Source: an optimization exercise on an open RTL-to-GDS flow (aim: small area, a short achievable clock period and few clock cycles per item). Production flows keep margins and buffers that such runs may drop.
Only the layout flow was run in this run; the RTL was not checked for function there.
Power figures rest on the tool's default switching activity, not on a simulated workload.

$ cat design/flow/standard.sh
#!/bin/bash
# synth_recipe.tcl (not shown) runs the flow's synth.tcl, then flattens the netlist and writes it again
# the make line also repeats each setting of config.mk as NAME=value (left out here)
make -C /OpenROAD-flow-scripts/flow DESIGN_CONFIG=/design/flow/config.mk WORK_HOME=/design/flow/orfs CLKGATE_MAP_FILE= SYNTH_SCRIPT=/design/flow/synth_recipe.tcl "${@:-finish}"
$ cat design/flow/design.v
`default_nettype none
package fifo_hexdump_pkg;
    localparam int BUF_BIT_AW  = 13;                   
    localparam int BUF_BYTE_AW = 10;                   
    localparam logic [7:0] CHAR_CR    = 8'h0D;
    localparam logic [7:0] CHAR_LF    = 8'h0A;
    localparam logic [7:0] CHAR_SPACE = 8'h20;
    localparam logic [3:0] P_IDLE  = 4'd0;             
    localparam logic [3:0] P_TITLE = 4'd1;             
    localparam logic [3:0] P_HI    = 4'd2;             
    localparam logic [3:0] P_LO    = 4'd3;             
    localparam logic [3:0] P_SP    = 4'd4;             
    localparam logic [3:0] P_CR    = 4'd5;             
    localparam logic [3:0] P_LF    = 4'd6;
    localparam logic [3:0] P_CR2   = 4'd7;             
    localparam logic [3:0] P_LF2   = 4'd8;
    localparam logic [3:0] P_DONE  = 4'd9;             
endpackage
`default_nettype wire
`timescale 1ns/1ns
`default_nettype none
module sipo_buffer #(
    parameter int NBYTES = 480,
    parameter int RB     = 2                     
) (
    input  wire                                        MCLK,
    input  wire                                        buf_wr_en_n,
    input  wire  [fifo_hexdump_pkg::BUF_BIT_AW-1:0]    buf_wr_addr,
    input  wire                                        buf_wr_bit,
    input  wire  [fifo_hexdump_pkg::BUF_BYTE_AW-1:0]   rd_addr,
    output logic [7:0]                                 rd_data
);
    localparam int AW  = fifo_hexdump_pkg::BUF_BYTE_AW;
    localparam int RBW = $clog2(RB);
    localparam int W   = 8 * RB;                 
    localparam int NR  = (NBYTES + RB - 1) / RB;
    localparam int RAW = AW - RBW;               
    logic [AW-1:0] na;
    assign na = !buf_wr_en_n ? buf_wr_addr[fifo_hexdump_pkg::BUF_BIT_AW-1:3] : rd_addr;
    logic [RAW-1:0] nr;
    assign nr = na[AW-1:RBW];
    logic [7:0]     p0;              
    logic [7:0]     p1_n, p2_n;      
    logic [RB-1:0]  bsel;            
    logic [W-1:0]   wsel;            
    logic           w_d;
    always_ff @(posedge MCLK) begin
        for (int i = 0; i < 8; i++) begin
            p0[i]   <= (nr[2:0] == 3'(i));
            p1_n[i] <= (nr[5:3] != 3'(i));
            p2_n[i] <= (nr[RAW-1:6] != (RAW-6)'(i));
        end
        for (int k = 0; k < RB; k++) begin
            bsel[k] <= (na[RBW-1:0] == RBW'(k));
            for (int i = 0; i < 8; i++)
                wsel[8*k + i] <= !buf_wr_en_n && (na[RBW-1:0] == RBW'(k)) &&
                                 (buf_wr_addr[2:0] == 3'(7 - i));
        end
        w_d <= buf_wr_bit;
    end
    localparam int NB = (NR + 7) / 8;
    logic [NB-1:0] blk_n;
    for (genvar j = 0; j < NB; j++) begin : g_blk
        assign blk_n[j] = p1_n[j % 8] | p2_n[j / 8];
    end
    logic [W*NR-1:0] store;
    localparam int NG = (NB + 2) / 3;
    logic [3*NG-1:0] gblk;
    always_comb begin
        gblk = '0;
        for (int j = 0; j < NB; j++) gblk[j] = !blk_n[j];
    end
    logic [W-1:0] lane [8];
    for (genvar i = 0; i < 8; i++) begin : g_lane
        logic [3*W*NG-1:0] gdat;
        logic [W*NG-1:0]   gy_n;
        always_comb begin
            gdat = '0;
            for (int j = 0; j < NB; j++)
                if (8*j + i < NR) gdat[W*j +: W] = store[W*(8*j + i) +: W];
        end
        for (genvar g = 0; g < NG; g++) begin : g_rd
            rd_group #(
                .W (W)
            ) u_rd (
                .sel (gblk[3*g +: 3]),
                .d   (gdat[3*W*g +: 3*W]),
                .y_n (gy_n[W*g +: W])
            );
        end
        always_comb begin
            lane[i] = '0;
            for (int g = 0; g < NG; g++) lane[i] = lane[i] | ~gy_n[W*g +: W];
        end
    end
    logic [W-1:0] rrow;
    always_comb begin
        rrow = '0;
        for (int i = 0; i < 8; i++) rrow = rrow | (lane[i] & {W{p0[i]}});
    end
    always_comb begin
        rd_data = '0;
        for (int k = 0; k < RB; k++) rd_data = rd_data | (rrow[8*k +: 8] & {8{bsel[k]}});
    end
    logic [W-1:0] wrow;
    for (genvar c = 0; c < W; c++) begin : g_merge
        assign wrow[c] = wsel[c] ? w_d : rrow[c];
    end
    logic [NR-1:0] hold;
    row_hold #(
        .NBYTES (NR)
    ) u_hold (
        .p0   (p0),
        .blk  (gblk[NB-1:0]),
        .hold (hold)
    );
    logic [W-1:0]    wrow_n;
    logic [W*NR-1:0] store_d;
    assign wrow_n = ~wrow;
    for (genvar r = 0; r < NR; r++) begin : g_row
        for (genvar k = 0; k < RB; k++) begin : g_byte
            row_next u_next (
                .q      (store[W*r + 8*k +: 8]),
                .sel_n  (hold[r]),
                .hold   (hold[r]),
                .w_n    (wrow_n[8*k +: 8]),
                .d      (store_d[W*r + 8*k +: 8])
            );
        end
        always_ff @(posedge MCLK) begin
            store[W*r +: W] <= store_d[W*r +: W];
        end
    end
endmodule
module row_hold #(
    parameter int NBYTES = 480
) (
    input  wire  [7:0]                    p0,
    input  wire  [(NBYTES + 7) / 8 - 1:0] blk,
    output logic [NBYTES-1:0]             hold
);
    for (genvar r = 0; r < NBYTES; r++) begin : g_hold
        assign hold[r] = !(p0[r % 8] & blk[r / 8]);
    end
endmodule
module row_next (
    input  wire  [7:0] q,
    input  wire        sel_n,
    input  wire        hold,
    input  wire  [7:0] w_n,
    output logic [7:0] d
);
    logic [7:0] kept_n;
    for (genvar c = 0; c < 8; c++) begin : g_bit
        nand2_cell u_keep (
            .a (q[c]),
            .b (hold),
            .y (kept_n[c])
        );
        oai21_cell u_next (
            .a1 (w_n[c]),
            .a2 (sel_n),
            .b1 (kept_n[c]),
            .y  (d[c])
        );
    end
endmodule
module nand2_cell (
    input  wire  a,
    input  wire  b,
    output logic y
);
    assign y = !(a && b);
endmodule
module oai21_cell (
    input  wire  a1,
    input  wire  a2,
    input  wire  b1,
    output logic y
);
    assign y = !((a1 || a2) && b1);
endmodule
module rd_group #(
    parameter int W = 8
) (
    input  wire  [2:0]     sel,
    input  wire  [3*W-1:0] d,
    output logic [W-1:0]   y_n
);
    assign y_n = ~((d[W-1:0] & {W{sel[0]}}) | (d[2*W-1:W] & {W{sel[1]}}) | (d[3*W-1:2*W] & {W{sel[2]}}));
endmodule
`default_nettype wire
`timescale 1ns/1ns
`default_nettype none
module text_rom (
    input  wire        boot,
    input  wire  [4:0] idx,
    output logic [7:0] ch
);
    localparam logic [32*8-1:0] BOOT_TITLE = {"BUBBLE MEMORY BOOT LOADER DUMP", 8'h0D, 8'h0A};
    localparam logic [12*8-1:0] USER_TITLE = "USER PAGE 0x";
    always_comb begin
        if (boot) ch = BOOT_TITLE[8*(31 - idx) +: 8];
        else if (idx < 5'd12) ch = USER_TITLE[8*(11 - idx) +: 8];
        else ch = fifo_hexdump_pkg::CHAR_SPACE;
    end
endmodule
`default_nettype wire
`timescale 1ns/1ns
`default_nettype none
module fifo_writer (
    input  wire        MCLK,
    input  wire        rst,
    input  wire        go,           
    input  wire        rel,          
    input  wire  [7:0] ch,           
    input  wire        txe_n,
    output logic       adv,          
    output logic [7:0] fifo_data,
    output logic       wr_n
);
    logic lo2;
    assign adv = !wr_n && !lo2;
    always_ff @(posedge MCLK) begin
        if (rst) begin
            wr_n <= 1'b1;
            lo2  <= 1'b0;
        end else if (!wr_n) begin
            wr_n <= lo2;
            lo2  <= !lo2;
        end else if (go && !rel && !txe_n) begin
            wr_n <= 1'b0;
        end
    end
    always_ff @(posedge MCLK) begin
        fifo_data[6:0] <= ch[6:0];
    end
    assign fifo_data[7] = 1'b0;      
endmodule
`default_nettype wire
`timescale 1ns/1ns
`default_nettype none
module message_sequencer #(
    parameter int BOOT_LINES     = 30,
    parameter int USER_LINES     = 8,
    parameter int BYTES_PER_LINE = 16
) (
    input  wire                                        MCLK,
    input  wire                                        rst,
    input  wire                                        send_boot_n,
    input  wire                                        send_user_n,
    input  wire                                        fifo_en_n,
    input  wire  [11:0]                                rel_page,
    output logic [fifo_hexdump_pkg::BUF_BYTE_AW-1:0]   rd_addr,
    input  wire  [7:0]                                 rd_data,
    input  wire                                        adv,
    output logic                                       go,
    output logic [7:0]                                 ch
);
    localparam int AW         = fifo_hexdump_pkg::BUF_BYTE_AW;
    localparam int BOOT_BYTES = BOOT_LINES * BYTES_PER_LINE;
    localparam int USER_BYTES = USER_LINES * BYTES_PER_LINE;
    localparam int BPL_W      = $clog2(BYTES_PER_LINE);
    localparam int MAX_BYTES  = (BOOT_BYTES > USER_BYTES) ? BOOT_BYTES : USER_BYTES;
    localparam int BW         = $clog2(MAX_BYTES + 1);
    logic [3:0]    pos;
    logic          boot;
    logic [4:0]    ti;
    logic [BW-1:0] b;                
    assign rd_addr = AW'(b);
    logic req, rel;
    assign rel = send_boot_n && send_user_n;
    assign req = !rel && !fifo_en_n;
    logic last_title, line_end, dump_end;
    assign last_title = boot ? (ti == 5'd31) : (ti == 5'd16);
    assign line_end   = (b[BPL_W-1:0] == '0);            
    assign dump_end   = (b == (boot ? BW'(BOOT_BYTES) : BW'(USER_BYTES)));
    always_ff @(posedge MCLK) begin
        if (rst || rel) begin
            pos <= fifo_hexdump_pkg::P_IDLE;
        end else if (pos == fifo_hexdump_pkg::P_IDLE) begin
            if (req) begin
                pos  <= fifo_hexdump_pkg::P_TITLE;
                boot <= !send_boot_n;
                ti   <= '0;
                b    <= '0;
            end
        end else if (adv) begin
            case (pos)
                fifo_hexdump_pkg::P_TITLE: begin
                    ti <= ti + 5'd1;
                    if (last_title) pos <= fifo_hexdump_pkg::P_HI;
                end
                fifo_hexdump_pkg::P_HI: pos <= fifo_hexdump_pkg::P_LO;
                fifo_hexdump_pkg::P_LO: begin
                    b   <= b + BW'(1);                       
                    pos <= fifo_hexdump_pkg::P_SP;
                end
                fifo_hexdump_pkg::P_SP: pos <= line_end ? fifo_hexdump_pkg::P_CR : fifo_hexdump_pkg::P_HI;
                fifo_hexdump_pkg::P_CR:  pos <= fifo_hexdump_pkg::P_LF;
                fifo_hexdump_pkg::P_LF:  pos <= dump_end ? fifo_hexdump_pkg::P_CR2 : fifo_hexdump_pkg::P_HI;
                fifo_hexdump_pkg::P_CR2: pos <= fifo_hexdump_pkg::P_LF2;
                default:                 pos <= fifo_hexdump_pkg::P_DONE;
            endcase
        end
    end
    assign go = (pos == fifo_hexdump_pkg::P_IDLE) ? req : (pos != fifo_hexdump_pkg::P_DONE);
    function automatic logic [7:0] hexc(input logic [3:0] n);
        hexc = (n < 4'd10) ? (8'h30 + {4'h0, n}) : (8'h37 + {4'h0, n});
    endfunction
    logic [7:0] title_ch;
    text_rom u_text_rom (
        .boot (boot),
        .idx  (ti),
        .ch   (title_ch)
    );
    logic [7:0] user_tail;
    always_comb begin
        case (ti)
            5'd12:   user_tail = hexc(rel_page[11:8]);
            5'd13:   user_tail = hexc(rel_page[7:4]);
            5'd14:   user_tail = hexc(rel_page[3:0]);
            5'd15:   user_tail = fifo_hexdump_pkg::CHAR_CR;
            default: user_tail = fifo_hexdump_pkg::CHAR_LF;
        endcase
    end
    always_comb begin
        case (pos)
            fifo_hexdump_pkg::P_IDLE:  ch = send_boot_n ? "U" : "B";         
            fifo_hexdump_pkg::P_TITLE: ch = (boot || ti < 5'd12) ? title_ch : user_tail;
            fifo_hexdump_pkg::P_HI:    ch = hexc(rd_data[7:4]);
            fifo_hexdump_pkg::P_LO:    ch = hexc(rd_data[3:0]);
            fifo_hexdump_pkg::P_SP:    ch = fifo_hexdump_pkg::CHAR_SPACE;
            fifo_hexdump_pkg::P_CR,
            fifo_hexdump_pkg::P_CR2:   ch = fifo_hexdump_pkg::CHAR_CR;
            default:                   ch = fifo_hexdump_pkg::CHAR_LF;
        endcase
    end
endmodule
`default_nettype wire
`timescale 1ns/1ns
`default_nettype none
module fifo_hexdump_top #(
    parameter int BOOT_LINES     = 30,
    parameter int USER_LINES     = 8,
    parameter int BYTES_PER_LINE = 16
) (
    input  wire                                  MCLK,
    input  wire                                  rst,
    input  wire                                  buf_wr_en_n,
    input  wire  [fifo_hexdump_pkg::BUF_BIT_AW-1:0] buf_wr_addr,
    input  wire                                  buf_wr_bit,
    input  wire                                  send_boot_n,
    input  wire                                  send_user_n,
    input  wire  [11:0]                          rel_page,
    input  wire                                  fifo_en_n,
    input  wire                                  txe_n,
    output logic [7:0]                           fifo_data,
    output logic                                 wr_n
);
    localparam int MAX_LINES = (BOOT_LINES > USER_LINES) ? BOOT_LINES : USER_LINES;
    logic [fifo_hexdump_pkg::BUF_BYTE_AW-1:0] rd_addr;
    logic [7:0]                               rd_data;
    logic                                     go;
    logic                                     adv;
    logic [7:0]                               ch;
    sipo_buffer #(
        .NBYTES (MAX_LINES * BYTES_PER_LINE)
    ) u_sipo_buffer (
        .MCLK        (MCLK),
        .buf_wr_en_n (buf_wr_en_n),
        .buf_wr_addr (buf_wr_addr),
        .buf_wr_bit  (buf_wr_bit),
        .rd_addr     (rd_addr),
        .rd_data     (rd_data)
    );
    message_sequencer #(
        .BOOT_LINES     (BOOT_LINES),
        .USER_LINES     (USER_LINES),
        .BYTES_PER_LINE (BYTES_PER_LINE)
    ) u_message_sequencer (
        .MCLK        (MCLK),
        .rst         (rst),
        .send_boot_n (send_boot_n),
        .send_user_n (send_user_n),
        .fifo_en_n   (fifo_en_n),
        .rel_page    (rel_page),
        .rd_addr     (rd_addr),
        .rd_data     (rd_data),
        .adv         (adv),
        .go          (go),
        .ch          (ch)
    );
    fifo_writer u_fifo_writer (
        .MCLK      (MCLK),
        .rst       (rst),
        .go        (go),
        .rel       (send_boot_n && send_user_n),
        .ch        (ch),
        .txe_n     (txe_n),
        .adv       (adv),
        .fifo_data (fifo_data),
        .wr_n      (wr_n)
    );
endmodule
`default_nettype wire
$ cat design/flow/flow/run.sh
#!/bin/bash
# The standard ORFS flow (the standard.sh, unchanged synthesis), with
# the timing repair after CTS and after global routing asked to keep a setup
# margin, so that it works on the paths that set the achieved period, and
# with plain buffers (not delay cells) on the ports.
set -euo pipefail
bash standard.sh SETUP_SLACK_MARGIN=19.0 "BUFFER_PORTS_ARGS=-buffer_cell sky130_fd_sc_hd__buf_2" finish > run_standard.log 2>&1
$ cat design/flow/config.mk
export PLATFORM = sky130hd
export DESIGN_NAME = fifo_hexdump_top
export DESIGN_NICKNAME = fifo_hexdump_top
export VERILOG_FILES = /design/flow/design.v
export SDC_FILE = /design/flow/constraint.sdc
export NUM_CORES = 8
export LEC_CHECK = 0
export ABC_CLOCK_PERIOD_IN_PS = 5000
export CAP_MARGIN = 20
export CORE_MARGIN = 2
export CORE_UTILIZATION = 60
export CTS_CLUSTER_DIAMETER = 80
export CTS_CLUSTER_SIZE = 28
export PLACE_DENSITY = 0.68
export SLEW_MARGIN = 20
export SYNTH_HIERARCHICAL = 1
export SYNTH_MINIMUM_KEEP_SIZE = 0
$ cat design/flow/constraint.sdc
create_clock -name core_clock -period 25.0 [get_ports {MCLK}]
set_input_delay 5.0000 -clock core_clock [delete_from_list [all_inputs] [get_ports {MCLK}]]
set_output_delay 5.0000 -clock core_clock [all_outputs]
set_load 0.01 [all_outputs]
==> results.sh <==
export IMPL_outcome="no timing/DRC/antenna violations"
export IMPL_hold_violations=0
export IMPL_drv_slew=0
export IMPL_setup_viol=0
export IMPL_slowest_delay_ns=0.38
export IMPL_crit_family="flip-flops"
export IMPL_htreeDepth=4
export IMPL_dp_cells=17400
export IMPL_cts_sinks=3907
export IMPL_max_freq_mhz=158
export IMPL_drive_gt1_share_pct=5.35
export IMPL_cts_tree="yes"
export IMPL_rr_worst_depth=13
export IMPL_instances_no_fill=17700
export IMPL_core_area_um2=224000
export IMPL_critPathRequiredTime_ns=20.00
export IMPL_end_kind="output port"
export IMPL_timing_rr_start="u_sipo_buffer.p2_n[0]"
export IMPL_hold_buffers=0
export IMPL_postSynthAreaPerCell_um2=9.33
export IMPL_power_density_nw_per_um2=66.8
export IMPL_crit_buf_inv=1
export IMPL_fin_setup_tns_ns=0
export IMPL_die_x_um=478
export IMPL_p_leak_nw=46.2
export IMPL_num_vias=120000
export IMPL_rows=174
export IMPL_numCtsBuffers=162
export IMPL_hold_path_class="flip-flop to flip-flop"
export IMPL_grt_usage_pct=38.0
export IMPL_finalNetCount=14700
export IMPL_dp_hpwl_mm=267
export IMPL_crit_type="flip-flop to output port"
export IMPL_grt_pass1_wl_mm=675
export IMPL_r2r_end="u_sipo_buffer.store[216]"
export IMPL_fin_crit_ns=6.34
export IMPL_crit_fanout=1
export IMPL_dr_pass1_iters=11
export IMPL_worst_path_stages=1
export IMPL_peakVddDrop_uv=66.3
export IMPL_root_buffer="clkbuf_16"
export IMPL_clock_latency_ns=0.87
export IMPL_slowest_stage="dfxtp_2"
export IMPL_die_area_um2=229000
export IMPL_route_detailed_drc=0
export IMPL_ios=42
export IMPL_fillerInstances=18500
export IMPL_syn_nets=14500
export IMPL_grt_pass1_vias=109000
export IMPL_rsz0062_at_grt="true"
export IMPL_wl_mm=472
export IMPL_place_congestion=0.881
export IMPL_grt_start_max_net_pins=124
export IMPL_worstPathCellList="buf_6"
export IMPL_crit_start="u_fifo_writer.fifo_data[0]"
export IMPL_overflow=0
export IMPL_cp_start_kind="flip-flop"
export IMPL_ant_nets=0
export IMPL_drv_cap=0
export IMPL_min_period_over_period_pct=25.3
export IMPL_clkTransAtPathRegs_ns=0.11
export IMPL_routedWlPerCell_um=26.7
export IMPL_drt_iter0_drc=23100
export IMPL_die_h_um=478
export IMPL_synth_area_um2=135000
export IMPL_netlist_instances=14500
export IMPL_final_setup_skew_ns=0.0340
export IMPL_cp_arrival_ns=1.34
export IMPL_start_util_pct=60.2
export IMPL_routed_via_density=6.76
export IMPL_crit_end="fifo_data[0]"
export IMPL_hp_start="u_sipo_buffer.store[1526]"
export IMPL_io_buffers=40
export IMPL_yosysWarnings=12
export IMPL_tightest_slew_ns=1.30
export IMPL_cts_buffer_depth=3
export IMPL_syn_to_final_growth_pct=7.41
export IMPL_r2r_setup_slack_ns=18.77
export IMPL_antenna_found_initial=13
export IMPL_maxSlewHeadroom_pct=13.6
layout by cell type (no fill, tap or decap), types with 27 or more instances in the layout:
master and count:
buf_8 28, clkbuf_16 170, buf_2 32, buf_6 27, nor2_1 61, o21ai_1 3847, dfxtp_1 3874, o31ai_2 34
nor2_4 33, buf_4 209, o31ai_1 94, nand2_2 93, a222oi_1 1280, nand4_1 291, nand2_1 4158
metal layers:
metal,vias to the layer above,global-route usage [%],share of wire [%]
li1,54100,-,-
met3,952,6.34,12
met1,57000,52.0,40
met2,7441,58.3,43
met5,-,0,0.014
met4,10,18.7,5.4
cell type report:
cell class              count  area (µm²)  share of cell area, %
diodes                      9        22.5                 0.0155
clock buffers             192        4430                   3.06
clock inverters            26         275                  0.190
inverters                  32         138                 0.0950
multi-input cells       10200       54700                   37.8
flip-flops and latches   3907       78400                   54.1
well taps                2992        3740                   2.58
repair buffers            325        3120                   2.15
timing repair:
action,CTS,global route
endpoints found under the setup margin,2106,1058
endpoints found under the hold margin,0,0
gates cloned,9,14
resized for setup,73,29
pin swaps,0,5
setup buffers,1,1
power by group:
group	total, W	switching [W]	leakage (nW)	internal, W
registers	0.00627	0.0000194	31.5	0.00625
logic	0.000170	0.000132	12.5	0.0000377
clock network	0.00324	0.00194	2.30	0.00131
flip-flops by register name (all words and copies together) (netlist names), 2 cells and up:
register / cells
u_sipo_buffer.store: 3840
u_fifo_writer.fifo_data: 7
u_sipo_buffer.wsel: 16
u_sipo_buffer.p0: 8
u_sipo_buffer.p2_n: 4
u_message_sequencer.ti: 5
u_message_sequencer.pos: 4
u_sipo_buffer.p1_n: 8
u_sipo_buffer.bsel: 2
u_message_sequencer.b: 9
metrics by stage:
step	power (W)	util [%]	worst slack, ns	hold WS (ns)	area (µm²)
floorplan	0.00650	-	18.94	0.434	135000
global placement	0.00655	61.8	17.73	0.443	138000
detailed placement	0.00656	62.0	17.60	0.448	139000
CTS	0.00968	64.3	18.62	0.464	144000
global route	0.00992	64.6	18.62	0.475	145000
finish	0.00968	64.7	18.66	0.463	145000
worst min-delay path by stage:
stage | end | slack, ns | cells after the start
floorplan | u_sipo_buffer.store[1000] | 0.43 | 2
global placement | u_sipo_buffer.store[3244] | 0.44 | 2
detailed placement | u_sipo_buffer.store[3757] | 0.45 | 2
CTS | u_sipo_buffer.store[3757] | 0.46 | 2
global route | u_sipo_buffer.store[3233] | 0.47 | 2
finish | u_sipo_buffer.store[1526] | 0.46 | 2

separate check: timing with driven ports:
In the flow no input, the clock included, has a driving cell. The finished layout below was timed again as built, in two steps.
Step 1: set_driving_cell puts a clkbuf_16 on MCLK and a buf_2 on each other input, an assumption about the parent block.
Step 2 moves the port delays by t, midway between the first and last clock arrival at a register: inputs arrive t later, outputs are due t later. That takes back most of the time a late clock gives input paths.
a / b / c = ideal ports / drivers / drivers and shift; a / b = the first two.
t, ns: 0.950
setup WS [ns]: 18.664 / 18.567 / 18.474
worst hold slack (ns): 0.463 / 0.463 / 0.463
worst setup path at the end: input to register
After both steps this run still meets setup and hold. The setup slack of this run moves by -0.097 ns with the drivers and by -0.190 ns with both steps.
